This design comes from an exercise in tuning for small area and a short achievable clock period on the open sky130 flow, not from production work. No run shown here included a check of the RTL's function; only the layout flow was run.

## config.mk

```make
export PLATFORM = sky130hd
export DESIGN_NAME = fir_xifu_ex_simd
export DESIGN_NICKNAME = fir_xifu_ex_simd
export VERILOG_FILES = /design/flow/design.v
export SDC_FILE = /design/flow/constraint.sdc
export NUM_CORES = 4
export LEC_CHECK = 0
export CAP_MARGIN = 20
export CORE_MARGIN = 2
export CORE_UTILIZATION = 40
export SLEW_MARGIN = 20
```

## constraint.sdc

```tcl
create_clock -name core_clock -period 12.5 [get_ports {clk_i}]
set_input_delay 2.5000 -clock core_clock [delete_from_list [all_inputs] [get_ports {clk_i}]]
set_output_delay 2.5000 -clock core_clock [all_outputs]
set_load 0.01 [all_outputs]
```

## design.v

```verilog
package fir_xifu_pkg;
  typedef enum logic [1:0] {
    OpNop   = 2'd0,
    OpLoad  = 2'd1,
    OpStore = 2'd2,
    OpDotp  = 2'd3
  } fir_op_e;
  localparam logic Mode16 = 1'b0;
  localparam logic Mode8  = 1'b1;
endpackage
module fir_xifu_simd_dotp (
  input  logic [31:0] a_i,
  input  logic [31:0] b_i,
  input  logic [1:0]  qm1_i,
  input  logic [32:0] d_i,
  input  logic        mode8_i,
  output logic [32:0] x_o
);
  wire [16:0] m0;
  assign m0[7:0]  = a_i[7:0];
  assign m0[15:8] = mode8_i ? {8{a_i[7]}} : a_i[15:8];
  assign m0[16]   = m0[15];
  wire [8:0] q0 = {b_i[7:0], qm1_i[0]};   
  wire neg0_0 = q0[2];
  wire one0_0 = q0[1] ^ q0[0];
  wire two0_0 = (q0[2] & ~q0[1] & ~q0[0]) | (~q0[2] & q0[1] & q0[0]);
  wire [16:0] pp0_0;
  assign pp0_0[0] = ((one0_0 & m0[0]) | (two0_0 & 1'b0)) ^ neg0_0;
  assign pp0_0[1] = ((one0_0 & m0[1]) | (two0_0 & m0[0])) ^ neg0_0;
  assign pp0_0[2] = ((one0_0 & m0[2]) | (two0_0 & m0[1])) ^ neg0_0;
  assign pp0_0[3] = ((one0_0 & m0[3]) | (two0_0 & m0[2])) ^ neg0_0;
  assign pp0_0[4] = ((one0_0 & m0[4]) | (two0_0 & m0[3])) ^ neg0_0;
  assign pp0_0[5] = ((one0_0 & m0[5]) | (two0_0 & m0[4])) ^ neg0_0;
  assign pp0_0[6] = ((one0_0 & m0[6]) | (two0_0 & m0[5])) ^ neg0_0;
  assign pp0_0[7] = ((one0_0 & m0[7]) | (two0_0 & m0[6])) ^ neg0_0;
  assign pp0_0[8] = ((one0_0 & m0[8]) | (two0_0 & m0[7])) ^ neg0_0;
  assign pp0_0[9] = ((one0_0 & m0[9]) | (two0_0 & m0[8])) ^ neg0_0;
  assign pp0_0[10] = ((one0_0 & m0[10]) | (two0_0 & m0[9])) ^ neg0_0;
  assign pp0_0[11] = ((one0_0 & m0[11]) | (two0_0 & m0[10])) ^ neg0_0;
  assign pp0_0[12] = ((one0_0 & m0[12]) | (two0_0 & m0[11])) ^ neg0_0;
  assign pp0_0[13] = ((one0_0 & m0[13]) | (two0_0 & m0[12])) ^ neg0_0;
  assign pp0_0[14] = ((one0_0 & m0[14]) | (two0_0 & m0[13])) ^ neg0_0;
  assign pp0_0[15] = ((one0_0 & m0[15]) | (two0_0 & m0[14])) ^ neg0_0;
  assign pp0_0[16] = ((one0_0 & m0[16]) | (two0_0 & m0[15])) ^ neg0_0;
  wire neg0_1 = q0[4];
  wire one0_1 = q0[3] ^ q0[2];
  wire two0_1 = (q0[4] & ~q0[3] & ~q0[2]) | (~q0[4] & q0[3] & q0[2]);
  wire [16:0] pp0_1;
  assign pp0_1[0] = ((one0_1 & m0[0]) | (two0_1 & 1'b0)) ^ neg0_1;
  assign pp0_1[1] = ((one0_1 & m0[1]) | (two0_1 & m0[0])) ^ neg0_1;
  assign pp0_1[2] = ((one0_1 & m0[2]) | (two0_1 & m0[1])) ^ neg0_1;
  assign pp0_1[3] = ((one0_1 & m0[3]) | (two0_1 & m0[2])) ^ neg0_1;
  assign pp0_1[4] = ((one0_1 & m0[4]) | (two0_1 & m0[3])) ^ neg0_1;
  assign pp0_1[5] = ((one0_1 & m0[5]) | (two0_1 & m0[4])) ^ neg0_1;
  assign pp0_1[6] = ((one0_1 & m0[6]) | (two0_1 & m0[5])) ^ neg0_1;
  assign pp0_1[7] = ((one0_1 & m0[7]) | (two0_1 & m0[6])) ^ neg0_1;
  assign pp0_1[8] = ((one0_1 & m0[8]) | (two0_1 & m0[7])) ^ neg0_1;
  assign pp0_1[9] = ((one0_1 & m0[9]) | (two0_1 & m0[8])) ^ neg0_1;
  assign pp0_1[10] = ((one0_1 & m0[10]) | (two0_1 & m0[9])) ^ neg0_1;
  assign pp0_1[11] = ((one0_1 & m0[11]) | (two0_1 & m0[10])) ^ neg0_1;
  assign pp0_1[12] = ((one0_1 & m0[12]) | (two0_1 & m0[11])) ^ neg0_1;
  assign pp0_1[13] = ((one0_1 & m0[13]) | (two0_1 & m0[12])) ^ neg0_1;
  assign pp0_1[14] = ((one0_1 & m0[14]) | (two0_1 & m0[13])) ^ neg0_1;
  assign pp0_1[15] = ((one0_1 & m0[15]) | (two0_1 & m0[14])) ^ neg0_1;
  assign pp0_1[16] = ((one0_1 & m0[16]) | (two0_1 & m0[15])) ^ neg0_1;
  wire neg0_2 = q0[6];
  wire one0_2 = q0[5] ^ q0[4];
  wire two0_2 = (q0[6] & ~q0[5] & ~q0[4]) | (~q0[6] & q0[5] & q0[4]);
  wire [16:0] pp0_2;
  assign pp0_2[0] = ((one0_2 & m0[0]) | (two0_2 & 1'b0)) ^ neg0_2;
  assign pp0_2[1] = ((one0_2 & m0[1]) | (two0_2 & m0[0])) ^ neg0_2;
  assign pp0_2[2] = ((one0_2 & m0[2]) | (two0_2 & m0[1])) ^ neg0_2;
  assign pp0_2[3] = ((one0_2 & m0[3]) | (two0_2 & m0[2])) ^ neg0_2;
  assign pp0_2[4] = ((one0_2 & m0[4]) | (two0_2 & m0[3])) ^ neg0_2;
  assign pp0_2[5] = ((one0_2 & m0[5]) | (two0_2 & m0[4])) ^ neg0_2;
  assign pp0_2[6] = ((one0_2 & m0[6]) | (two0_2 & m0[5])) ^ neg0_2;
  assign pp0_2[7] = ((one0_2 & m0[7]) | (two0_2 & m0[6])) ^ neg0_2;
  assign pp0_2[8] = ((one0_2 & m0[8]) | (two0_2 & m0[7])) ^ neg0_2;
  assign pp0_2[9] = ((one0_2 & m0[9]) | (two0_2 & m0[8])) ^ neg0_2;
  assign pp0_2[10] = ((one0_2 & m0[10]) | (two0_2 & m0[9])) ^ neg0_2;
  assign pp0_2[11] = ((one0_2 & m0[11]) | (two0_2 & m0[10])) ^ neg0_2;
  assign pp0_2[12] = ((one0_2 & m0[12]) | (two0_2 & m0[11])) ^ neg0_2;
  assign pp0_2[13] = ((one0_2 & m0[13]) | (two0_2 & m0[12])) ^ neg0_2;
  assign pp0_2[14] = ((one0_2 & m0[14]) | (two0_2 & m0[13])) ^ neg0_2;
  assign pp0_2[15] = ((one0_2 & m0[15]) | (two0_2 & m0[14])) ^ neg0_2;
  assign pp0_2[16] = ((one0_2 & m0[16]) | (two0_2 & m0[15])) ^ neg0_2;
  wire neg0_3 = q0[8];
  wire one0_3 = q0[7] ^ q0[6];
  wire two0_3 = (q0[8] & ~q0[7] & ~q0[6]) | (~q0[8] & q0[7] & q0[6]);
  wire [16:0] pp0_3;
  assign pp0_3[0] = ((one0_3 & m0[0]) | (two0_3 & 1'b0)) ^ neg0_3;
  assign pp0_3[1] = ((one0_3 & m0[1]) | (two0_3 & m0[0])) ^ neg0_3;
  assign pp0_3[2] = ((one0_3 & m0[2]) | (two0_3 & m0[1])) ^ neg0_3;
  assign pp0_3[3] = ((one0_3 & m0[3]) | (two0_3 & m0[2])) ^ neg0_3;
  assign pp0_3[4] = ((one0_3 & m0[4]) | (two0_3 & m0[3])) ^ neg0_3;
  assign pp0_3[5] = ((one0_3 & m0[5]) | (two0_3 & m0[4])) ^ neg0_3;
  assign pp0_3[6] = ((one0_3 & m0[6]) | (two0_3 & m0[5])) ^ neg0_3;
  assign pp0_3[7] = ((one0_3 & m0[7]) | (two0_3 & m0[6])) ^ neg0_3;
  assign pp0_3[8] = ((one0_3 & m0[8]) | (two0_3 & m0[7])) ^ neg0_3;
  assign pp0_3[9] = ((one0_3 & m0[9]) | (two0_3 & m0[8])) ^ neg0_3;
  assign pp0_3[10] = ((one0_3 & m0[10]) | (two0_3 & m0[9])) ^ neg0_3;
  assign pp0_3[11] = ((one0_3 & m0[11]) | (two0_3 & m0[10])) ^ neg0_3;
  assign pp0_3[12] = ((one0_3 & m0[12]) | (two0_3 & m0[11])) ^ neg0_3;
  assign pp0_3[13] = ((one0_3 & m0[13]) | (two0_3 & m0[12])) ^ neg0_3;
  assign pp0_3[14] = ((one0_3 & m0[14]) | (two0_3 & m0[13])) ^ neg0_3;
  assign pp0_3[15] = ((one0_3 & m0[15]) | (two0_3 & m0[14])) ^ neg0_3;
  assign pp0_3[16] = ((one0_3 & m0[16]) | (two0_3 & m0[15])) ^ neg0_3;
  wire [16:0] m1;
  assign m1[7:0]  = a_i[23:16];
  assign m1[15:8] = mode8_i ? {8{a_i[23]}} : a_i[31:24];
  assign m1[16]   = m1[15];
  wire [8:0] q1 = {b_i[23:16], qm1_i[1]};   
  wire neg1_0 = q1[2];
  wire one1_0 = q1[1] ^ q1[0];
  wire two1_0 = (q1[2] & ~q1[1] & ~q1[0]) | (~q1[2] & q1[1] & q1[0]);
  wire [16:0] pp1_0;
  assign pp1_0[0] = ((one1_0 & m1[0]) | (two1_0 & 1'b0)) ^ neg1_0;
  assign pp1_0[1] = ((one1_0 & m1[1]) | (two1_0 & m1[0])) ^ neg1_0;
  assign pp1_0[2] = ((one1_0 & m1[2]) | (two1_0 & m1[1])) ^ neg1_0;
  assign pp1_0[3] = ((one1_0 & m1[3]) | (two1_0 & m1[2])) ^ neg1_0;
  assign pp1_0[4] = ((one1_0 & m1[4]) | (two1_0 & m1[3])) ^ neg1_0;
  assign pp1_0[5] = ((one1_0 & m1[5]) | (two1_0 & m1[4])) ^ neg1_0;
  assign pp1_0[6] = ((one1_0 & m1[6]) | (two1_0 & m1[5])) ^ neg1_0;
  assign pp1_0[7] = ((one1_0 & m1[7]) | (two1_0 & m1[6])) ^ neg1_0;
  assign pp1_0[8] = ((one1_0 & m1[8]) | (two1_0 & m1[7])) ^ neg1_0;
  assign pp1_0[9] = ((one1_0 & m1[9]) | (two1_0 & m1[8])) ^ neg1_0;
  assign pp1_0[10] = ((one1_0 & m1[10]) | (two1_0 & m1[9])) ^ neg1_0;
  assign pp1_0[11] = ((one1_0 & m1[11]) | (two1_0 & m1[10])) ^ neg1_0;
  assign pp1_0[12] = ((one1_0 & m1[12]) | (two1_0 & m1[11])) ^ neg1_0;
  assign pp1_0[13] = ((one1_0 & m1[13]) | (two1_0 & m1[12])) ^ neg1_0;
  assign pp1_0[14] = ((one1_0 & m1[14]) | (two1_0 & m1[13])) ^ neg1_0;
  assign pp1_0[15] = ((one1_0 & m1[15]) | (two1_0 & m1[14])) ^ neg1_0;
  assign pp1_0[16] = ((one1_0 & m1[16]) | (two1_0 & m1[15])) ^ neg1_0;
  wire neg1_1 = q1[4];
  wire one1_1 = q1[3] ^ q1[2];
  wire two1_1 = (q1[4] & ~q1[3] & ~q1[2]) | (~q1[4] & q1[3] & q1[2]);
  wire [16:0] pp1_1;
  assign pp1_1[0] = ((one1_1 & m1[0]) | (two1_1 & 1'b0)) ^ neg1_1;
  assign pp1_1[1] = ((one1_1 & m1[1]) | (two1_1 & m1[0])) ^ neg1_1;
  assign pp1_1[2] = ((one1_1 & m1[2]) | (two1_1 & m1[1])) ^ neg1_1;
  assign pp1_1[3] = ((one1_1 & m1[3]) | (two1_1 & m1[2])) ^ neg1_1;
  assign pp1_1[4] = ((one1_1 & m1[4]) | (two1_1 & m1[3])) ^ neg1_1;
  assign pp1_1[5] = ((one1_1 & m1[5]) | (two1_1 & m1[4])) ^ neg1_1;
  assign pp1_1[6] = ((one1_1 & m1[6]) | (two1_1 & m1[5])) ^ neg1_1;
  assign pp1_1[7] = ((one1_1 & m1[7]) | (two1_1 & m1[6])) ^ neg1_1;
  assign pp1_1[8] = ((one1_1 & m1[8]) | (two1_1 & m1[7])) ^ neg1_1;
  assign pp1_1[9] = ((one1_1 & m1[9]) | (two1_1 & m1[8])) ^ neg1_1;
  assign pp1_1[10] = ((one1_1 & m1[10]) | (two1_1 & m1[9])) ^ neg1_1;
  assign pp1_1[11] = ((one1_1 & m1[11]) | (two1_1 & m1[10])) ^ neg1_1;
  assign pp1_1[12] = ((one1_1 & m1[12]) | (two1_1 & m1[11])) ^ neg1_1;
  assign pp1_1[13] = ((one1_1 & m1[13]) | (two1_1 & m1[12])) ^ neg1_1;
  assign pp1_1[14] = ((one1_1 & m1[14]) | (two1_1 & m1[13])) ^ neg1_1;
  assign pp1_1[15] = ((one1_1 & m1[15]) | (two1_1 & m1[14])) ^ neg1_1;
  assign pp1_1[16] = ((one1_1 & m1[16]) | (two1_1 & m1[15])) ^ neg1_1;
  wire neg1_2 = q1[6];
  wire one1_2 = q1[5] ^ q1[4];
  wire two1_2 = (q1[6] & ~q1[5] & ~q1[4]) | (~q1[6] & q1[5] & q1[4]);
  wire [16:0] pp1_2;
  assign pp1_2[0] = ((one1_2 & m1[0]) | (two1_2 & 1'b0)) ^ neg1_2;
  assign pp1_2[1] = ((one1_2 & m1[1]) | (two1_2 & m1[0])) ^ neg1_2;
  assign pp1_2[2] = ((one1_2 & m1[2]) | (two1_2 & m1[1])) ^ neg1_2;
  assign pp1_2[3] = ((one1_2 & m1[3]) | (two1_2 & m1[2])) ^ neg1_2;
  assign pp1_2[4] = ((one1_2 & m1[4]) | (two1_2 & m1[3])) ^ neg1_2;
  assign pp1_2[5] = ((one1_2 & m1[5]) | (two1_2 & m1[4])) ^ neg1_2;
  assign pp1_2[6] = ((one1_2 & m1[6]) | (two1_2 & m1[5])) ^ neg1_2;
  assign pp1_2[7] = ((one1_2 & m1[7]) | (two1_2 & m1[6])) ^ neg1_2;
  assign pp1_2[8] = ((one1_2 & m1[8]) | (two1_2 & m1[7])) ^ neg1_2;
  assign pp1_2[9] = ((one1_2 & m1[9]) | (two1_2 & m1[8])) ^ neg1_2;
  assign pp1_2[10] = ((one1_2 & m1[10]) | (two1_2 & m1[9])) ^ neg1_2;
  assign pp1_2[11] = ((one1_2 & m1[11]) | (two1_2 & m1[10])) ^ neg1_2;
  assign pp1_2[12] = ((one1_2 & m1[12]) | (two1_2 & m1[11])) ^ neg1_2;
  assign pp1_2[13] = ((one1_2 & m1[13]) | (two1_2 & m1[12])) ^ neg1_2;
  assign pp1_2[14] = ((one1_2 & m1[14]) | (two1_2 & m1[13])) ^ neg1_2;
  assign pp1_2[15] = ((one1_2 & m1[15]) | (two1_2 & m1[14])) ^ neg1_2;
  assign pp1_2[16] = ((one1_2 & m1[16]) | (two1_2 & m1[15])) ^ neg1_2;
  wire neg1_3 = q1[8];
  wire one1_3 = q1[7] ^ q1[6];
  wire two1_3 = (q1[8] & ~q1[7] & ~q1[6]) | (~q1[8] & q1[7] & q1[6]);
  wire [16:0] pp1_3;
  assign pp1_3[0] = ((one1_3 & m1[0]) | (two1_3 & 1'b0)) ^ neg1_3;
  assign pp1_3[1] = ((one1_3 & m1[1]) | (two1_3 & m1[0])) ^ neg1_3;
  assign pp1_3[2] = ((one1_3 & m1[2]) | (two1_3 & m1[1])) ^ neg1_3;
  assign pp1_3[3] = ((one1_3 & m1[3]) | (two1_3 & m1[2])) ^ neg1_3;
  assign pp1_3[4] = ((one1_3 & m1[4]) | (two1_3 & m1[3])) ^ neg1_3;
  assign pp1_3[5] = ((one1_3 & m1[5]) | (two1_3 & m1[4])) ^ neg1_3;
  assign pp1_3[6] = ((one1_3 & m1[6]) | (two1_3 & m1[5])) ^ neg1_3;
  assign pp1_3[7] = ((one1_3 & m1[7]) | (two1_3 & m1[6])) ^ neg1_3;
  assign pp1_3[8] = ((one1_3 & m1[8]) | (two1_3 & m1[7])) ^ neg1_3;
  assign pp1_3[9] = ((one1_3 & m1[9]) | (two1_3 & m1[8])) ^ neg1_3;
  assign pp1_3[10] = ((one1_3 & m1[10]) | (two1_3 & m1[9])) ^ neg1_3;
  assign pp1_3[11] = ((one1_3 & m1[11]) | (two1_3 & m1[10])) ^ neg1_3;
  assign pp1_3[12] = ((one1_3 & m1[12]) | (two1_3 & m1[11])) ^ neg1_3;
  assign pp1_3[13] = ((one1_3 & m1[13]) | (two1_3 & m1[12])) ^ neg1_3;
  assign pp1_3[14] = ((one1_3 & m1[14]) | (two1_3 & m1[13])) ^ neg1_3;
  assign pp1_3[15] = ((one1_3 & m1[15]) | (two1_3 & m1[14])) ^ neg1_3;
  assign pp1_3[16] = ((one1_3 & m1[16]) | (two1_3 & m1[15])) ^ neg1_3;
  wire s0 = d_i[6] ^ neg0_3 ^ neg1_3;
  wire c0 = (d_i[6] & neg0_3) | (d_i[6] & neg1_3) | (neg0_3 & neg1_3);
  wire s1 = d_i[7] ^ pp0_0[7];
  wire c1 = d_i[7] & pp0_0[7];
  wire s2 = d_i[8] ^ pp0_0[8];
  wire c2 = d_i[8] & pp0_0[8];
  wire s3 = d_i[9] ^ pp0_0[9];
  wire c3 = d_i[9] & pp0_0[9];
  wire s4 = d_i[10] ^ pp0_0[10];
  wire c4 = d_i[10] & pp0_0[10];
  wire s5 = d_i[11] ^ pp0_0[11];
  wire c5 = d_i[11] & pp0_0[11];
  wire s6 = d_i[12] ^ pp0_0[12];
  wire c6 = d_i[12] & pp0_0[12];
  wire s7 = d_i[13] ^ pp0_0[13];
  wire c7 = d_i[13] & pp0_0[13];
  wire s8 = d_i[14] ^ pp0_0[14];
  wire c8 = d_i[14] & pp0_0[14];
  wire s9 = d_i[15] ^ pp0_0[15];
  wire c9 = d_i[15] & pp0_0[15];
  wire s10 = d_i[16] ^ ~pp0_0[16];
  wire c10 = d_i[16] & ~pp0_0[16];
  wire s11 = d_i[2] ^ neg0_1;
  wire c11 = d_i[2] & neg0_1;
  wire s12 = d_i[4] ^ neg0_2 ^ neg1_2;
  wire c12 = (d_i[4] & neg0_2) | (d_i[4] & neg1_2) | (neg0_2 & neg1_2);
  wire s13 = pp0_0[4] ^ pp0_1[2];
  wire c13 = pp0_0[4] & pp0_1[2];
  wire s14 = d_i[5] ^ pp0_0[5] ^ pp0_1[3];
  wire c14 = (d_i[5] & pp0_0[5]) | (d_i[5] & pp0_1[3]) | (pp0_0[5] & pp0_1[3]);
  wire s15 = pp0_2[1] ^ pp1_0[5];
  wire c15 = pp0_2[1] & pp1_0[5];
  wire s16 = s0 ^ pp0_0[6] ^ pp0_1[4];
  wire c16 = (s0 & pp0_0[6]) | (s0 & pp0_1[4]) | (pp0_0[6] & pp0_1[4]);
  wire s17 = pp0_2[2] ^ pp0_3[0] ^ pp1_0[6];
  wire c17 = (pp0_2[2] & pp0_3[0]) | (pp0_2[2] & pp1_0[6]) | (pp0_3[0] & pp1_0[6]);
  wire s18 = pp1_1[4] ^ pp1_2[2];
  wire c18 = pp1_1[4] & pp1_2[2];
  wire s19 = c0 ^ pp0_1[5] ^ pp0_2[3];
  wire c19 = (c0 & pp0_1[5]) | (c0 & pp0_2[3]) | (pp0_1[5] & pp0_2[3]);
  wire s20 = pp0_3[1] ^ pp1_0[7] ^ pp1_1[5];
  wire c20 = (pp0_3[1] & pp1_0[7]) | (pp0_3[1] & pp1_1[5]) | (pp1_0[7] & pp1_1[5]);
  wire s21 = pp1_2[3] ^ pp1_3[1] ^ s1;
  wire c21 = (pp1_2[3] & pp1_3[1]) | (pp1_2[3] & s1) | (pp1_3[1] & s1);
  wire s22 = pp0_1[6] ^ pp0_2[4] ^ pp0_3[2];
  wire c22 = (pp0_1[6] & pp0_2[4]) | (pp0_1[6] & pp0_3[2]) | (pp0_2[4] & pp0_3[2]);
  wire s23 = pp1_0[8] ^ pp1_1[6] ^ pp1_2[4];
  wire c23 = (pp1_0[8] & pp1_1[6]) | (pp1_0[8] & pp1_2[4]) | (pp1_1[6] & pp1_2[4]);
  wire s24 = pp1_3[2] ^ c1 ^ s2;
  wire c24 = (pp1_3[2] & c1) | (pp1_3[2] & s2) | (c1 & s2);
  wire s25 = pp0_1[7] ^ pp0_2[5] ^ pp0_3[3];
  wire c25 = (pp0_1[7] & pp0_2[5]) | (pp0_1[7] & pp0_3[3]) | (pp0_2[5] & pp0_3[3]);
  wire s26 = pp1_0[9] ^ pp1_1[7] ^ pp1_2[5];
  wire c26 = (pp1_0[9] & pp1_1[7]) | (pp1_0[9] & pp1_2[5]) | (pp1_1[7] & pp1_2[5]);
  wire s27 = pp1_3[3] ^ c2 ^ s3;
  wire c27 = (pp1_3[3] & c2) | (pp1_3[3] & s3) | (c2 & s3);
  wire s28 = pp0_1[8] ^ pp0_2[6] ^ pp0_3[4];
  wire c28 = (pp0_1[8] & pp0_2[6]) | (pp0_1[8] & pp0_3[4]) | (pp0_2[6] & pp0_3[4]);
  wire s29 = pp1_0[10] ^ pp1_1[8] ^ pp1_2[6];
  wire c29 = (pp1_0[10] & pp1_1[8]) | (pp1_0[10] & pp1_2[6]) | (pp1_1[8] & pp1_2[6]);
  wire s30 = pp1_3[4] ^ c3 ^ s4;
  wire c30 = (pp1_3[4] & c3) | (pp1_3[4] & s4) | (c3 & s4);
  wire s31 = pp0_1[9] ^ pp0_2[7] ^ pp0_3[5];
  wire c31 = (pp0_1[9] & pp0_2[7]) | (pp0_1[9] & pp0_3[5]) | (pp0_2[7] & pp0_3[5]);
  wire s32 = pp1_0[11] ^ pp1_1[9] ^ pp1_2[7];
  wire c32 = (pp1_0[11] & pp1_1[9]) | (pp1_0[11] & pp1_2[7]) | (pp1_1[9] & pp1_2[7]);
  wire s33 = pp1_3[5] ^ c4 ^ s5;
  wire c33 = (pp1_3[5] & c4) | (pp1_3[5] & s5) | (c4 & s5);
  wire s34 = pp0_1[10] ^ pp0_2[8] ^ pp0_3[6];
  wire c34 = (pp0_1[10] & pp0_2[8]) | (pp0_1[10] & pp0_3[6]) | (pp0_2[8] & pp0_3[6]);
  wire s35 = pp1_0[12] ^ pp1_1[10] ^ pp1_2[8];
  wire c35 = (pp1_0[12] & pp1_1[10]) | (pp1_0[12] & pp1_2[8]) | (pp1_1[10] & pp1_2[8]);
  wire s36 = pp1_3[6] ^ c5 ^ s6;
  wire c36 = (pp1_3[6] & c5) | (pp1_3[6] & s6) | (c5 & s6);
  wire s37 = pp0_1[11] ^ pp0_2[9] ^ pp0_3[7];
  wire c37 = (pp0_1[11] & pp0_2[9]) | (pp0_1[11] & pp0_3[7]) | (pp0_2[9] & pp0_3[7]);
  wire s38 = pp1_0[13] ^ pp1_1[11] ^ pp1_2[9];
  wire c38 = (pp1_0[13] & pp1_1[11]) | (pp1_0[13] & pp1_2[9]) | (pp1_1[11] & pp1_2[9]);
  wire s39 = pp1_3[7] ^ c6 ^ s7;
  wire c39 = (pp1_3[7] & c6) | (pp1_3[7] & s7) | (c6 & s7);
  wire s40 = pp0_1[12] ^ pp0_2[10] ^ pp0_3[8];
  wire c40 = (pp0_1[12] & pp0_2[10]) | (pp0_1[12] & pp0_3[8]) | (pp0_2[10] & pp0_3[8]);
  wire s41 = pp1_0[14] ^ pp1_1[12] ^ pp1_2[10];
  wire c41 = (pp1_0[14] & pp1_1[12]) | (pp1_0[14] & pp1_2[10]) | (pp1_1[12] & pp1_2[10]);
  wire s42 = pp1_3[8] ^ c7 ^ s8;
  wire c42 = (pp1_3[8] & c7) | (pp1_3[8] & s8) | (c7 & s8);
  wire s43 = pp0_1[13] ^ pp0_2[11] ^ pp0_3[9];
  wire c43 = (pp0_1[13] & pp0_2[11]) | (pp0_1[13] & pp0_3[9]) | (pp0_2[11] & pp0_3[9]);
  wire s44 = pp1_0[15] ^ pp1_1[13] ^ pp1_2[11];
  wire c44 = (pp1_0[15] & pp1_1[13]) | (pp1_0[15] & pp1_2[11]) | (pp1_1[13] & pp1_2[11]);
  wire s45 = pp1_3[9] ^ c8 ^ s9;
  wire c45 = (pp1_3[9] & c8) | (pp1_3[9] & s9) | (c8 & s9);
  wire s46 = pp0_1[14] ^ pp0_2[12] ^ pp0_3[10];
  wire c46 = (pp0_1[14] & pp0_2[12]) | (pp0_1[14] & pp0_3[10]) | (pp0_2[12] & pp0_3[10]);
  wire s47 = ~pp1_0[16] ^ pp1_1[14] ^ pp1_2[12];
  wire c47 = (~pp1_0[16] & pp1_1[14]) | (~pp1_0[16] & pp1_2[12]) | (pp1_1[14] & pp1_2[12]);
  wire s48 = pp1_3[10] ^ c9 ^ s10;
  wire c48 = (pp1_3[10] & c9) | (pp1_3[10] & s10) | (c9 & s10);
  wire s49 = 1'b1 ^ d_i[17] ^ pp0_1[15];
  wire c49 = (1'b1 & d_i[17]) | (1'b1 & pp0_1[15]) | (d_i[17] & pp0_1[15]);
  wire s50 = pp0_2[13] ^ pp0_3[11] ^ pp1_1[15];
  wire c50 = (pp0_2[13] & pp0_3[11]) | (pp0_2[13] & pp1_1[15]) | (pp0_3[11] & pp1_1[15]);
  wire s51 = pp1_2[13] ^ pp1_3[11] ^ c10;
  wire c51 = (pp1_2[13] & pp1_3[11]) | (pp1_2[13] & c10) | (pp1_3[11] & c10);
  wire s52 = 1'b1 ^ d_i[18] ^ ~pp0_1[16];
  wire c52 = (1'b1 & d_i[18]) | (1'b1 & ~pp0_1[16]) | (d_i[18] & ~pp0_1[16]);
  wire s53 = pp0_2[14] ^ pp0_3[12] ^ ~pp1_1[16];
  wire c53 = (pp0_2[14] & pp0_3[12]) | (pp0_2[14] & ~pp1_1[16]) | (pp0_3[12] & ~pp1_1[16]);
  wire s54 = pp1_2[14] ^ pp1_3[12];
  wire c54 = pp1_2[14] & pp1_3[12];
  wire s55 = d_i[19] ^ pp0_2[15] ^ pp0_3[13];
  wire c55 = (d_i[19] & pp0_2[15]) | (d_i[19] & pp0_3[13]) | (pp0_2[15] & pp0_3[13]);
  wire s56 = 1'b1 ^ d_i[20];
  wire c56 = 1'b1 & d_i[20];
  wire s57 = d_i[0] ^ neg0_0;
  wire c57 = d_i[0] & neg0_0;
  wire s58 = neg1_1 ^ s11 ^ pp0_0[2];
  wire c58 = (neg1_1 & s11) | (neg1_1 & pp0_0[2]) | (s11 & pp0_0[2]);
  wire s59 = d_i[3] ^ c11 ^ pp0_0[3];
  wire c59 = (d_i[3] & c11) | (d_i[3] & pp0_0[3]) | (c11 & pp0_0[3]);
  wire s60 = pp0_1[1] ^ pp1_0[3];
  wire c60 = pp0_1[1] & pp1_0[3];
  wire s61 = s12 ^ pp0_2[0] ^ pp1_0[4];
  wire c61 = (s12 & pp0_2[0]) | (s12 & pp1_0[4]) | (pp0_2[0] & pp1_0[4]);
  wire s62 = pp1_1[2] ^ pp1_2[0] ^ s13;
  wire c62 = (pp1_1[2] & pp1_2[0]) | (pp1_1[2] & s13) | (pp1_2[0] & s13);
  wire s63 = c12 ^ pp1_1[3] ^ pp1_2[1];
  wire c63 = (c12 & pp1_1[3]) | (c12 & pp1_2[1]) | (pp1_1[3] & pp1_2[1]);
  wire s64 = c13 ^ s15 ^ s14;
  wire c64 = (c13 & s15) | (c13 & s14) | (s15 & s14);
  wire s65 = pp1_3[0] ^ c15 ^ s18;
  wire c65 = (pp1_3[0] & c15) | (pp1_3[0] & s18) | (c15 & s18);
  wire s66 = c14 ^ s16 ^ s17;
  wire c66 = (c14 & s16) | (c14 & s17) | (s16 & s17);
  wire s67 = c18 ^ c16 ^ c17;
  wire c67 = (c18 & c16) | (c18 & c17) | (c16 & c17);
  wire s68 = s19 ^ s20 ^ s21;
  wire c68 = (s19 & s20) | (s19 & s21) | (s20 & s21);
  wire s69 = c19 ^ c20 ^ s22;
  wire c69 = (c19 & c20) | (c19 & s22) | (c20 & s22);
  wire s70 = s23 ^ c21 ^ s24;
  wire c70 = (s23 & c21) | (s23 & s24) | (c21 & s24);
  wire s71 = c22 ^ c23 ^ s25;
  wire c71 = (c22 & c23) | (c22 & s25) | (c23 & s25);
  wire s72 = s26 ^ c24 ^ s27;
  wire c72 = (s26 & c24) | (s26 & s27) | (c24 & s27);
  wire s73 = c25 ^ c26 ^ s28;
  wire c73 = (c25 & c26) | (c25 & s28) | (c26 & s28);
  wire s74 = s29 ^ c27 ^ s30;
  wire c74 = (s29 & c27) | (s29 & s30) | (c27 & s30);
  wire s75 = c28 ^ c29 ^ s31;
  wire c75 = (c28 & c29) | (c28 & s31) | (c29 & s31);
  wire s76 = s32 ^ c30 ^ s33;
  wire c76 = (s32 & c30) | (s32 & s33) | (c30 & s33);
  wire s77 = c31 ^ c32 ^ s34;
  wire c77 = (c31 & c32) | (c31 & s34) | (c32 & s34);
  wire s78 = s35 ^ c33 ^ s36;
  wire c78 = (s35 & c33) | (s35 & s36) | (c33 & s36);
  wire s79 = c34 ^ c35 ^ s37;
  wire c79 = (c34 & c35) | (c34 & s37) | (c35 & s37);
  wire s80 = s38 ^ c36 ^ s39;
  wire c80 = (s38 & c36) | (s38 & s39) | (c36 & s39);
  wire s81 = c37 ^ c38 ^ s40;
  wire c81 = (c37 & c38) | (c37 & s40) | (c38 & s40);
  wire s82 = s41 ^ c39 ^ s42;
  wire c82 = (s41 & c39) | (s41 & s42) | (c39 & s42);
  wire s83 = c40 ^ c41 ^ s43;
  wire c83 = (c40 & c41) | (c40 & s43) | (c41 & s43);
  wire s84 = s44 ^ c42 ^ s45;
  wire c84 = (s44 & c42) | (s44 & s45) | (c42 & s45);
  wire s85 = c43 ^ c44 ^ s46;
  wire c85 = (c43 & c44) | (c43 & s46) | (c44 & s46);
  wire s86 = s47 ^ c45 ^ s48;
  wire c86 = (s47 & c45) | (s47 & s48) | (c45 & s48);
  wire s87 = c46 ^ c47 ^ s49;
  wire c87 = (c46 & c47) | (c46 & s49) | (c47 & s49);
  wire s88 = s50 ^ c48 ^ s51;
  wire c88 = (s50 & c48) | (s50 & s51) | (c48 & s51);
  wire s89 = s54 ^ c49 ^ c50;
  wire c89 = (s54 & c49) | (s54 & c50) | (c49 & c50);
  wire s90 = s52 ^ s53 ^ c51;
  wire c90 = (s52 & s53) | (s52 & c51) | (s53 & c51);
  wire s91 = pp1_2[15] ^ pp1_3[13] ^ c54;
  wire c91 = (pp1_2[15] & pp1_3[13]) | (pp1_2[15] & c54) | (pp1_3[13] & c54);
  wire s92 = c52 ^ c53 ^ s55;
  wire c92 = (c52 & c53) | (c52 & s55) | (c53 & s55);
  wire s93 = s56 ^ ~pp0_2[16] ^ pp0_3[14];
  wire c93 = (s56 & ~pp0_2[16]) | (s56 & pp0_3[14]) | (~pp0_2[16] & pp0_3[14]);
  wire s94 = ~pp1_2[16] ^ pp1_3[14] ^ c55;
  wire c94 = (~pp1_2[16] & pp1_3[14]) | (~pp1_2[16] & c55) | (pp1_3[14] & c55);
  wire s95 = d_i[21] ^ c56 ^ pp0_3[15];
  wire c95 = (d_i[21] & c56) | (d_i[21] & pp0_3[15]) | (c56 & pp0_3[15]);
  wire s96 = 1'b1 ^ d_i[22];
  wire c96 = 1'b1 & d_i[22];
  wire s97 = neg1_0 ^ s57;
  wire c97 = neg1_0 & s57;
  wire s98 = d_i[1] ^ c57 ^ pp0_0[1];
  wire c98 = (d_i[1] & c57) | (d_i[1] & pp0_0[1]) | (c57 & pp0_0[1]);
  wire s99 = pp0_1[0] ^ pp1_0[2] ^ pp1_1[0];
  wire c99 = (pp0_1[0] & pp1_0[2]) | (pp0_1[0] & pp1_1[0]) | (pp1_0[2] & pp1_1[0]);
  wire s100 = pp1_1[1] ^ s60 ^ c58;
  wire c100 = (pp1_1[1] & s60) | (pp1_1[1] & c58) | (s60 & c58);
  wire s101 = c60 ^ c59 ^ s61;
  wire c101 = (c60 & c59) | (c60 & s61) | (c59 & s61);
  wire s102 = c61 ^ s63 ^ c62;
  wire c102 = (c61 & s63) | (c61 & c62) | (s63 & c62);
  wire s103 = c63 ^ s65 ^ c64;
  wire c103 = (c63 & s65) | (c63 & c64) | (s65 & c64);
  wire s104 = c65 ^ c66 ^ s67;
  wire c104 = (c65 & c66) | (c65 & s67) | (c66 & s67);
  wire s105 = c67 ^ s69 ^ c68;
  wire c105 = (c67 & s69) | (c67 & c68) | (s69 & c68);
  wire s106 = c69 ^ s71 ^ c70;
  wire c106 = (c69 & s71) | (c69 & c70) | (s71 & c70);
  wire s107 = c71 ^ s73 ^ c72;
  wire c107 = (c71 & s73) | (c71 & c72) | (s73 & c72);
  wire s108 = c73 ^ s75 ^ c74;
  wire c108 = (c73 & s75) | (c73 & c74) | (s75 & c74);
  wire s109 = c75 ^ s77 ^ c76;
  wire c109 = (c75 & s77) | (c75 & c76) | (s77 & c76);
  wire s110 = c77 ^ s79 ^ c78;
  wire c110 = (c77 & s79) | (c77 & c78) | (s79 & c78);
  wire s111 = c79 ^ s81 ^ c80;
  wire c111 = (c79 & s81) | (c79 & c80) | (s81 & c80);
  wire s112 = c81 ^ s83 ^ c82;
  wire c112 = (c81 & s83) | (c81 & c82) | (s83 & c82);
  wire s113 = c83 ^ s85 ^ c84;
  wire c113 = (c83 & s85) | (c83 & c84) | (s85 & c84);
  wire s114 = c85 ^ s87 ^ c86;
  wire c114 = (c85 & s87) | (c85 & c86) | (s87 & c86);
  wire s115 = c87 ^ s89 ^ c88;
  wire c115 = (c87 & s89) | (c87 & c88) | (s89 & c88);
  wire s116 = s91 ^ c89 ^ s92;
  wire c116 = (s91 & c89) | (s91 & s92) | (c89 & s92);
  wire s117 = s93 ^ c91 ^ c92;
  wire c117 = (s93 & c91) | (s93 & c92) | (c91 & c92);
  wire s118 = pp1_3[15] ^ c93 ^ s95;
  wire c118 = (pp1_3[15] & c93) | (pp1_3[15] & s95) | (c93 & s95);
  wire s119 = s96 ^ ~pp0_3[16] ^ ~pp1_3[16];
  wire c119 = (s96 & ~pp0_3[16]) | (s96 & ~pp1_3[16]) | (~pp0_3[16] & ~pp1_3[16]);
  wire s120 = s97 ^ pp0_0[0];
  wire c120 = s97 & pp0_0[0];
  wire s121 = c97 ^ pp1_0[1] ^ s98;
  wire c121 = (c97 & pp1_0[1]) | (c97 & s98) | (pp1_0[1] & s98);
  wire s122 = c98 ^ s99 ^ s58;
  wire c122 = (c98 & s99) | (c98 & s58) | (s99 & s58);
  wire s123 = c99 ^ s59 ^ s100;
  wire c123 = (c99 & s59) | (c99 & s100) | (s59 & s100);
  wire s124 = s62 ^ c100 ^ s101;
  wire c124 = (s62 & c100) | (s62 & s101) | (c100 & s101);
  wire s125 = c101 ^ s64 ^ s102;
  wire c125 = (c101 & s64) | (c101 & s102) | (s64 & s102);
  wire s126 = s66 ^ c102 ^ s103;
  wire c126 = (s66 & c102) | (s66 & s103) | (c102 & s103);
  wire s127 = s68 ^ c103 ^ s104;
  wire c127 = (s68 & c103) | (s68 & s104) | (c103 & s104);
  wire s128 = s70 ^ c104 ^ s105;
  wire c128 = (s70 & c104) | (s70 & s105) | (c104 & s105);
  wire s129 = s72 ^ c105 ^ s106;
  wire c129 = (s72 & c105) | (s72 & s106) | (c105 & s106);
  wire s130 = s74 ^ c106 ^ s107;
  wire c130 = (s74 & c106) | (s74 & s107) | (c106 & s107);
  wire s131 = s76 ^ c107 ^ s108;
  wire c131 = (s76 & c107) | (s76 & s108) | (c107 & s108);
  wire s132 = s78 ^ c108 ^ s109;
  wire c132 = (s78 & c108) | (s78 & s109) | (c108 & s109);
  wire s133 = s80 ^ c109 ^ s110;
  wire c133 = (s80 & c109) | (s80 & s110) | (c109 & s110);
  wire s134 = s82 ^ c110 ^ s111;
  wire c134 = (s82 & c110) | (s82 & s111) | (c110 & s111);
  wire s135 = s84 ^ c111 ^ s112;
  wire c135 = (s84 & c111) | (s84 & s112) | (c111 & s112);
  wire s136 = s86 ^ c112 ^ s113;
  wire c136 = (s86 & c112) | (s86 & s113) | (c112 & s113);
  wire s137 = s88 ^ c113 ^ s114;
  wire c137 = (s88 & c113) | (s88 & s114) | (c113 & s114);
  wire s138 = s90 ^ c114 ^ s115;
  wire c138 = (s90 & c114) | (s90 & s115) | (c114 & s115);
  wire s139 = c90 ^ s116 ^ c115;
  wire c139 = (c90 & s116) | (c90 & c115) | (s116 & c115);
  wire s140 = s94 ^ c116 ^ s117;
  wire c140 = (s94 & c116) | (s94 & s117) | (c116 & s117);
  wire s141 = c94 ^ s118 ^ c117;
  wire c141 = (c94 & s118) | (c94 & c117) | (s118 & c117);
  wire s142 = c95 ^ s119 ^ c118;
  wire c142 = (c95 & s119) | (c95 & c118) | (s119 & c118);
  wire s143 = d_i[23] ^ c96 ^ c119;
  wire c143 = (d_i[23] & c96) | (d_i[23] & c119) | (c96 & c119);
  wire [32:0] row0 = {d_i[32], d_i[31], d_i[30], d_i[29], d_i[28], d_i[27], d_i[26], d_i[25], c143, c142, c141, c140, c139, c138, c137, c136, c135, c134, c133, c132, c131, c130, c129, c128, c127, c126, c125, c124, c123, c122, c121, c120, s120};
  wire [32:0] row1 = {1'b0, 1'b0, 1'b0, 1'b0, 1'b0, 1'b0, 1'b0, 1'b0, d_i[24], s143, s142, s141, s140, s139, s138, s137, s136, s135, s134, s133, s132, s131, s130, s129, s128, s127, s126, s125, s124, s123, s122, s121, pp1_0[0]};
  assign x_o = row0 + row1;
endmodule
module fir_xifu_ex_simd #(
  parameter int unsigned XLEN    = 32,
  parameter int unsigned MAC_LAT = 3,
  parameter int unsigned ID_W    = 4
) (
  input  logic            clk_i,
  input  logic            rst_i,
  input  logic            clear_i,
  input  logic            in_valid_i,
  output logic            in_ready_o,
  input  logic [1:0]      in_op_i,
  input  logic            in_mode_i,
  input  logic            in_sat_i,
  input  logic [ID_W-1:0] in_id_i,
  input  logic [4:0]      in_rd_i,
  input  logic [4:0]      in_rs1_i,
  input  logic [XLEN-1:0] in_base_i,
  input  logic [11:0]     in_imm_i,
  input  logic [4:0]      in_shamt_i,
  input  logic [XLEN-1:0] op_a_i,
  input  logic [XLEN-1:0] op_b_i,
  input  logic [XLEN-1:0] op_c_i,
  input  logic            commit_valid_i,
  input  logic [ID_W-1:0] commit_id_i,
  input  logic            commit_kill_i,
  input  logic            fwd_we_i,
  input  logic [4:0]      fwd_rd_i,
  input  logic [XLEN-1:0] fwd_result_i,
  output logic            mem_valid_o,
  input  logic            mem_ready_i,
  output logic [31:0]     mem_addr_o,
  output logic            mem_we_o,
  output logic [XLEN-1:0] mem_wdata_o,
  output logic [ID_W-1:0] mem_id_o,
  output logic            out_valid_o,
  input  logic            out_ready_i,
  output logic [1:0]      out_op_o,
  output logic [4:0]      out_rd_o,
  output logic [ID_W-1:0] out_id_o,
  output logic [XLEN-1:0] out_result_o,
  output logic [31:0]     out_next_addr_o
);
  logic st_idle_q, st_mac0_q, st_mac1_q, st_wait_q, st_mem_q, st_done_q;
  logic [1:0]      op_q;
  logic [4:0]      rd_q;
  logic [ID_W-1:0] id_q;
  logic            mode8_q, sat_q;
  logic [31:0]     a_q, b_q;
  logic [32:0]     d_q;
  logic            accept, is_dotp, is_mem, is_store;
  logic [31:0]     base, store_data;
  logic            accept_commit, wait_hit;
  logic [32:0]     x, c_biased;
  logic            ovf;
  assign accept        = st_idle_q & in_valid_i;
  assign is_dotp       = (in_op_i == fir_xifu_pkg::OpDotp);
  assign is_store      = (in_op_i == fir_xifu_pkg::OpStore);
  assign is_mem        = (in_op_i == fir_xifu_pkg::OpLoad) | is_store;
  assign base          = (fwd_we_i && (fwd_rd_i == in_rs1_i)) ? fwd_result_i : in_base_i;
  assign store_data    = $signed(op_c_i) >>> in_shamt_i;
  assign accept_commit = commit_valid_i && (commit_id_i == in_id_i) && !commit_kill_i;
  assign wait_hit      = commit_valid_i && (commit_id_i == id_q);
  assign c_biased = {op_c_i[31], op_c_i} - (in_mode_i ? 33'h2000000 : 33'h1000000);
  fir_xifu_simd_dotp u_dotp (
    .a_i    (a_q),
    .b_i    (b_q),
    .qm1_i  ({2{st_mac1_q}} & b_q[25:24]),
    .d_i    (d_q),
    .mode8_i(mode8_q),
    .x_o    (x)
  );
  always_ff @(posedge clk_i) begin
    if (rst_i || clear_i) begin
      st_idle_q <= 1'b1;
      st_mac0_q <= 1'b0;
      st_mac1_q <= 1'b0;
      st_wait_q <= 1'b0;
      st_mem_q  <= 1'b0;
      st_done_q <= 1'b0;
    end else begin
      st_idle_q <= (st_idle_q & ~in_valid_i) | (st_done_q & out_ready_i) |
                   (st_wait_q & wait_hit & commit_kill_i);
      st_mac0_q <= accept & is_dotp;
      st_mac1_q <= st_mac0_q;
      st_wait_q <= (accept & is_store & ~accept_commit) | (st_wait_q & ~wait_hit);
      st_mem_q  <= (accept & (in_op_i == fir_xifu_pkg::OpLoad)) |
                   (accept & is_store & accept_commit) |
                   (st_wait_q & wait_hit & ~commit_kill_i) | (st_mem_q & ~mem_ready_i);
      st_done_q <= (accept & (in_op_i == fir_xifu_pkg::OpNop)) | st_mac1_q |
                   (st_mem_q & mem_ready_i) | (st_done_q & ~out_ready_i);
    end
  end
  always_ff @(posedge clk_i) begin
    if (accept) begin
      op_q    <= in_op_i;
      rd_q    <= in_rd_i;
      id_q    <= in_id_i;
      mode8_q <= in_mode_i;
      sat_q   <= in_sat_i;
      a_q     <= is_dotp ? op_a_i : (is_mem ? base : 32'd0);
      b_q     <= {op_b_i[31:12], is_dotp ? op_b_i[11:0] : in_imm_i};
      d_q     <= is_dotp ? c_biased : (is_mem ? {1'b0, store_data} : 33'd0);
    end else if (st_mac0_q) begin
      d_q <= mode8_q ? x : {{8{x[32]}}, x[32:8]};
      b_q <= {b_q[31:26], b_q[23] & ~mode8_q, b_q[7] & ~mode8_q, b_q[31:24], x[7:0], b_q[15:8]};
      if (mode8_q) begin
        a_q[7:0]   <= a_q[15:8];
        a_q[23:16] <= a_q[31:24];
      end
    end else if (st_mac1_q) begin
      d_q <= mode8_q ? x : {~x[24], x[23:0], b_q[15:8]};
      a_q <= 32'd0;
    end else if (st_mem_q && mem_ready_i) begin
      d_q <= 33'd0;
      a_q <= a_q + {{20{b_q[11]}}, b_q[11:0]};
    end
  end
  assign in_ready_o      = st_idle_q;
  assign mem_valid_o     = st_mem_q;
  assign out_valid_o     = st_done_q;
  assign mem_addr_o      = a_q;
  assign mem_we_o        = (op_q == fir_xifu_pkg::OpStore);
  assign mem_wdata_o     = d_q[31:0];
  assign mem_id_o        = id_q;
  assign out_op_o        = op_q;
  assign out_rd_o        = rd_q;
  assign out_id_o        = id_q;
  assign ovf             = d_q[32] ^ d_q[31];
  assign out_result_o    = (sat_q && ovf) ? {d_q[32], {31{~d_q[32]}}} : d_q[31:0];
  assign out_next_addr_o = a_q;
endmodule
```

## run.sh

```bash
#!/bin/bash
# synth_recipe.tcl (not shown) runs the flow's synth.tcl, then flattens the netlist and writes it again
# the make line also repeats each setting of config.mk as NAME=value (left out here)
make -C /OpenROAD-flow-scripts/flow DESIGN_CONFIG=/design/flow/config.mk WORK_HOME=/design/flow/orfs CLKGATE_MAP_FILE= SYNTH_SCRIPT=/design/flow/synth_recipe.tcl finish
```

==> flow_metrics.tcl, run 1 <==
set metrics [dict create \
    post_synth_edffs 110 \
    max_freq_mhz 125 \
    worstSetupEndpointType "flop" \
    cts_tree "yes" \
    cts.repair.resized 0 \
    worst-path-max-fanout 19 \
    grt_first_pass_wirelength_mm 130 \
    run_status "no timing/DRC/antenna violations" \
    route.antenna.remaining_nets 0 \
    timing.hold.worst_path_depth 2 \
    critPathTopFamily "adder cells" \
    reg2reg_depth 23 \
    core.rowCount 83 \
    wl_per_cell_um 25.1 \
    synth_fp_nets 3039 \
    fin_crit_period_ps 7990 \
    max-slew-margin-rel_pct 31.0 \
    grt.overflow.total 0 \
    critical_path.cell_chain "inv_1, nor2_1, a21o_1, o22ai_1, nor2_1, nor2_1, a221oi_1, ha_1, fa_1, inv_1, fa_1, inv_1, fa_1, fa_1, ha_1, a21oi_1, o21a_1, nor2_1, or4_1, o22ai_1, o21ai_0, xnor2_1, o221ai_1" \
    layout_cell_share_with_drive_strength_beyond_1_pct 6.04 \
    fillerInstances 5109 \
    floorplan.die.width_um 231 \
    ys_types 92 \
    timing.critical_path.slowest_cell_delay_ps 830 \
    io-pin-count 360 \
    type_of_the_tightest_min_delay_check "reg2reg" \
    ys_ff_latch 116 \
    grt_pass1_vias 20500 \
    crit_share_post_route_pct 64.0 \
    route.final.wire_length_mm 86.1 \
    postLayoutSetupSlackWorst_ps 4510 \
    final.setup_skew_ps 11.5 \
    global_route.usage.total_pct 31.8 \
    postSynthCellCount 2619 \
    final-max-slew-violation-count 0 \
    cp_num_buf_inv 3 \
    port_buffers 359 \
    core_mm2 0.0511 \
    final_cell_count_no_fill 3428 \
    post-route-util_pct 48.0 \
    grt_start_max_net_pins 70 \
    synthArstFlopShare_pct 0 \
    ctsLongestPathBuffers 2 \
    cts-buffers-inserted 17 \
    design.die.area_mm2 0.0533 \
    cts_setup_buffers 0 \
    clock_latency_ps 450 \
    die_height_um 231 \
    drv.max_cap_violation_count 0 \
    cts.clk_slew.worst_paths_ps 60 \
    num_vias 21500 \
    detailedRoute.firstIterationViolations 2446 \
    number_of_detailed_routing_iterations_run_before_antenna_repair 8 \
    rsz0062_at_grt "no" \
    synth_area_per_cell_um2 7.86 \
    hold_viol 0 \
    crit_path_top_delay_cell "sky130_fd_sc_hd__edfxtp_1" \
    antenna_found_initial 1 \
    h-tree-depth 4 \
    detailedPlacementHpwl_mm 66.7 \
    setup_tns_ps 0 \
    hold_buffers 0 \
    mapped_area_mm2 0.0206 \
    cp-start-kind "flop" \
    clock_sink_count 116 \
    layout.cells.most_common_list "sky130_fd_sc_hd__clkdlybuf4s50_1, sky130_fd_sc_hd__a21oi_1, sky130_fd_sc_hd__nand2_1" \
    placement.setup.worst_slack_ps 4660 \
    route.detailed.drc 0 \
    cts-root-buf "sky130_fd_sc_hd__clkbuf_16" \
    routed_via_density 6.26 \
    initial_core_util_pct 40.3 \
    setup.worst_path.class "reg2reg" \
    worst-endpoint-required_ps 12660 \
    final_nets 3154 \
    worst-slew-pin-transition_ps 1030 \
    place_congestion 0.949 \
    mostFrequentLayoutCell "sky130_fd_sc_hd__clkdlybuf4s50_1" \
    syn_to_final_growth_pct 19.2 \
    cp.arrival_ps 8150 \
    setup_viol_count_final 0 \
    worst-path-stages 23 \
    synthFlopType "sky130_fd_sc_hd__edfxtp_1" \
    synth.yosys.seq_area_share_pct 16.6 \
    dp.cells 3395 \
    synth-warning-count 1 \
]
==> cells by family after synthesis <==
kind of cell	after synthesis	share of synthesized area [%]
xor gates and xnor gates	82	3.49
adders and majority gates	227	18.1
buffers and inverters	506	10.6
and+or+nand+nor	623	13.3
AOI/OAI and AO/OA	950	30.9
muxes	115	6.99
DFF	116	16.6
==> worst min-delay path: stages, from the launching register on <==
cell and delay [ps]:
sky130_fd_sc_hd__edfxtp_1 320, sky130_fd_sc_hd__nand2_1 40, sky130_fd_sc_hd__nand2_1 50
==> state kept, by name, summed over array words and instances, names as in the netlist <==
signal and flops:
d_q 33, a_q 32, b_q 32, rd_q 5, id_q 4, op_q 2, mode8_q 1, sat_q 1
st_done_q 1, st_idle_q 1, st_mac0_q 1, st_mac1_q 1, st_mem_q 1, st_wait_q 1
==> metal layers <==
metal / GRT usage [%] / up-vias / routed length, µm
li1: - / 9751 / -
met1: 43.3 / 10500 / 36700
met2: 50.2 / 1088 / 39000
met3: 5.01 / 127 / 6760
met4: 13.3 / 0 / 3650
met5: 0 / - / 0
==> synth_stat cells, drive strengths merged (13+ instances only) <==
master / number / area (µm²)
a21oi: 285 / 1430
nand2: 253 / 950
nor2: 200 / 756
clkbuf: 197 / 741
inv: 194 / 728
o21ai: 143 / 731
fa: 124 / 2480
o22ai: 116 / 726
buf: 113 / 708
edfxtp: 110 / 3300
ha: 83 / 1040
a21o: 68 / 510
mux2i: 65 / 651
a221oi: 55 / 488
xor2: 45 / 394
xnor2: 37 / 324
nor2b: 34 / 213
o221ai: 33 / 307
a211oi: 31 / 243
mux2: 30 / 338
a22oi: 29 / 218
o31ai: 28 / 210
a222oi: 26 / 260
nor3: 23 / 115
nand3: 21 / 105
maj3: 20 / 200
mux4: 20 / 450
o211ai: 20 / 150
o311a: 20 / 200
nand2b: 18 / 113
and2: 16 / 100
and3: 16 / 100
nand4: 14 / 87.6
o21a: 13 / 97.6
==> metrics by stage <==
| step | hold WS, ps | area [µm²] |
|---|---|---|
| finish | 520 | 24500 |
| detailed placement | 503 | 23900 |
| global route | 552 | 24500 |
| floorplan | 478 | 20600 |
| global placement | 497 | 23900 |
| CTS | 517 | 24500 |
==> layout make-up <==
| type | instances | area [µm²] | area share [%] |
|---|---|---|---|
| clock buffer | 19 | 433 | 1.76 |
| sequential | 116 | 3420 | 14.0 |
| multi-input combinational | 1997 | 15000 | 61.1 |
| clock inverter | 13 | 156 | 0.637 |
| inverter | 196 | 736 | 3.00 |
| tap | 680 | 851 | 3.47 |
| timing repair buffer | 406 | 3950 | 16.1 |
| antenna | 1 | 2.50 | 0.0102 |
==> final timing paths <==
check	to	slack, ps	startpoint
max	d_q[22]	4510	a_q[7]
min	b_q[19]	520	b_q[27]
max reg2reg	d_q[22]	4510	a_q[7]
min reg2reg	b_q[19]	520	b_q[27]
==> run 2: changes to the inputs <==
--- a/config.mk
+++ b/config.mk
@@ -5,7 +5,9 @@
 export SDC_FILE = /design/flow/constraint.sdc
 export NUM_CORES = 4
 export LEC_CHECK = 0
+export ABC_CLOCK_PERIOD_IN_PS = 4000
 export CAP_MARGIN = 20
 export CORE_MARGIN = 2
 export CORE_UTILIZATION = 40
+export SETUP_SLACK_MARGIN = 5
 export SLEW_MARGIN = 20
==> run 2 against run 1 <==
  * First-iteration DRC count grew 6.7%
  * Register-to-register slack gained 780 ps
  * Design area grew 0.40%
  * Die area is the same
  * Cell count grew 0.15%
  * Critical path type unchanged
  * Still clean on timing, DRC and antenna
  * Critical endpoint unchanged
  * Global-route usage is essentially flat
  * Utilization grew 0.19 points
  * Sequential cell count is the same
  * Setup slack gained 780 ps
  * Maximum frequency grew 11%
  * Largest cell class unchanged
==> flow_metrics.tcl, run 2 <==
set metrics [dict create \
    run_status "no timing/DRC/antenna violations" \
    detailedPlacementHpwl_mm 66.7 \
    top_signal_layer_used "met4" \
    global_route.usage.total_pct 31.9 \
    setup_tns_ps 0 \
    synthArstFlopShare_pct 0 \
    synth-warning-count 1 \
    h-tree-depth 4 \
    detailedRoute.firstIterationViolations 2609 \
    routed-wl-met3_mm 7.04 \
    worst-slew-pin-transition_ps 1020 \
    postSynthCellCount 2619 \
    synth_fp_nets 3039 \
    worstSetupEndpointType "flop" \
    synth_top_cells_by_area "sky130_fd_sc_hd__edfxtp_1, sky130_fd_sc_hd__fa_1, sky130_fd_sc_hd__a21oi_1" \
    worst-path-max-fanout 47 \
    num_vias 21500 \
    route.detailed.drc 0 \
    wl_per_cell_um 25.1 \
    setup.worst_path.class "reg2reg" \
    number_of_detailed_routing_iterations_run_before_antenna_repair 9 \
    rsz0062_at_grt "no" \
    core_mm2 0.0511 \
    mostFrequentLayoutCell "sky130_fd_sc_hd__clkdlybuf4s50_1" \
    final_nets 3159 \
    hp-start "b_q[27]" \
    placement.setup.worst_slack_ps 4660 \
    rrSetupSlack_ps 5290 \
    met2_length_mm 39.2 \
    cts_tree "yes" \
    crit_share_post_route_pct 57.7 \
    largest_register_ffs 33 \
    layout_cell_share_with_drive_strength_beyond_1_pct 6.90 \
    synth_area_per_cell_um2 7.86 \
    worst-endpoint-required_ps 12660 \
    clock_latency_ps 450 \
    synthFlopType "sky130_fd_sc_hd__edfxtp_1" \
    largest_register "d_q" \
    ys_types 92 \
    rr_startpoint "mode8_q" \
    grt_pass1_vias 20500 \
    floorplan.die.width_um 231 \
    biggestRegsByFlops "d_q (33), a_q (32), b_q (32)" \
    post_synth_edffs 110 \
    setup_viol_count_final 0 \
    syn_to_final_growth_pct 19.7 \
    grt_start_max_net_pins 70 \
    cts-buffers-inserted 17 \
    drv.max_cap_violation_count 0 \
    type_of_the_tightest_min_delay_check "reg2reg" \
    postLayoutSetupSlackWorst_ps 5290 \
    port_buffers 359 \
    core.rowCount 83 \
    ys_ff_latch 116 \
    detail_route.wirelength.met1_mm 36.3 \
    synth_top_area_cell "sky130_fd_sc_hd__edfxtp_1" \
    mapped_area_mm2 0.0206 \
    initial_core_util_pct 40.3 \
    cp.arrival_ps 7370 \
    io-pin-count 360 \
    place_congestion 0.949 \
    fillerInstances 5115 \
    die_height_um 231 \
    cts.clk_slew.worst_paths_ps 60 \
    routed_via_density 6.27 \
    synth.yosys.seq_area_share_pct 16.6 \
    synth_commonest_cells "sky130_fd_sc_hd__a21oi_1, sky130_fd_sc_hd__nand2_1, sky130_fd_sc_hd__nor2_1" \
    layout.cells.most_common_list "sky130_fd_sc_hd__clkdlybuf4s50_1, sky130_fd_sc_hd__a21oi_1, sky130_fd_sc_hd__nand2_1" \
    grt.overflow.total 0 \
    final-max-slew-violation-count 0 \
    route.antenna.remaining_nets 0 \
    grt_first_pass_wirelength_mm 130 \
    antenna_found_initial 1 \
    fin_crit_period_ps 7210 \
    final.setup_skew_ps 8.95 \
    ctsLongestPathBuffers 2 \
    startpoint "mode8_q" \
    cts-root-buf "sky130_fd_sc_hd__clkbuf_16" \
    max_freq_mhz 139 \
    yosysTopAreaCellShare_pct 16.0 \
    synth.most_common_cell "sky130_fd_sc_hd__a21oi_1" \
    clock_sink_count 116 \
    max-slew-margin-rel_pct 31.9 \
    hold_viol 0 \
    design.die.area_mm2 0.0533 \
    cp-start-kind "flop" \
    route.final.wire_length_mm 86.1 \
]
## run 2: cell counts after synthesis
Identical to the previous run, type by type.
## run 2: metrics by stage
stage                     utilization [%]  cell area (µm²)  hold slack (ps)  cells
after floorplan                         -            20600              478   2619
after global placement               46.9            23900              497   3395
after detailed placement             46.9            23900              503   3395
after CTS                            48.0            24500              517   3428
after global routing                 48.2            24600              552   3433
final                                48.2            24600              520   3433
## run 2: cells by family after synthesis
| family | share of synthesized area (%) |
|---|---|
| DFF | 16.6 |
| AOI/OAI and AO/OA | 30.9 |
| xor gates and xnor gates | 3.49 |
| adders and majority gates | 18.1 |
| muxes | 6.99 |
| and+or+nand+nor | 13.3 |
| buffers and inverters | 10.6 |
## run 2: per-layer routing
layer	vias to the layer above	global-route usage (%)
met5	-	0
met4	0	12.9
met3	134	5.01
met2	1094	50.2
met1	10500	43.5
li1	9775	-
## run 2: area by class of cell
class | instances | area [µm²] | area share (%)
tap | 680 | 851 | 3.45
antenna | 1 | 2.50 | 0.0102
clock buffer | 19 | 433 | 1.76
inverter | 196 | 736 | 2.99
sequential | 116 | 3420 | 13.9
clock inverter | 13 | 156 | 0.635
multi-input combinational | 1997 | 15000 | 61.1
timing repair buffer | 411 | 3990 | 16.2
## run 2: final timing paths
check,end,depth (start not counted)
setup / recovery,d_q[22],24
hold / removal,b_q[19],2
setup reg to reg,d_q[22],24
hold reg to reg,b_q[19],2
## run 2: worst max-delay path, stage by stage (launching register included)
cell and delay, ps:
sky130_fd_sc_hd__edfxtp_1 310, sky130_fd_sc_hd__buf_4 320, sky130_fd_sc_hd__inv_1 200, sky130_fd_sc_hd__buf_6 290, sky130_fd_sc_hd__nor2_4 370, sky130_fd_sc_hd__a21o_2 360, sky130_fd_sc_hd__o22ai_1 120, sky130_fd_sc_hd__nor2_1 140
sky130_fd_sc_hd__nor2_1 50, sky130_fd_sc_hd__a221oi_1 330, sky130_fd_sc_hd__fa_1 290, sky130_fd_sc_hd__inv_1 80, sky130_fd_sc_hd__fa_1 590, sky130_fd_sc_hd__inv_1 100, sky130_fd_sc_hd__fa_1 510, sky130_fd_sc_hd__fa_1 500
sky130_fd_sc_hd__ha_1 380, sky130_fd_sc_hd__a21oi_1 210, sky130_fd_sc_hd__o21a_1 220, sky130_fd_sc_hd__nor2_1 70, sky130_fd_sc_hd__or4_1 460, sky130_fd_sc_hd__o22ai_1 240, sky130_fd_sc_hd__o21ai_0 140, sky130_fd_sc_hd__xnor2_1 400
sky130_fd_sc_hd__o221ai_1 220
## run 2: timing repair
item	in CTS	in global routing
pin swaps	0	0
endpoints found under the hold margin	0	0
setup endpoints to repair	22	24
gates resized for setup	2	22
hold buffers	0	0
buffers inserted	1	4

## re-timing with driven ports
The results above use ideal ports. As a check the final layouts listed here were re-extracted and re-timed, cells and wires unchanged. Step 1 assumes that a clkbuf_16 drives the clock port and a buf_2 every other input. Step 2, shift: input delay + t, output delay - t, t = (earliest + latest rising clock arrival at the registers) / 2. This alone moves slack from input paths to output paths. a / b / c = ideal ports / drivers / drivers and shift; a / b = the first two.
run | t (ns) | setup slack, ns | worst setup path at the end | worst slew at a driven data input, ns
run 1 | 0.493 | 4.506 / 4.506 / 4.506 | register to register | 0.10
run 2 | 0.495 | 5.291 / 5.291 / 5.291 | register to register | 0.10
After both steps every run listed still meets setup and hold.
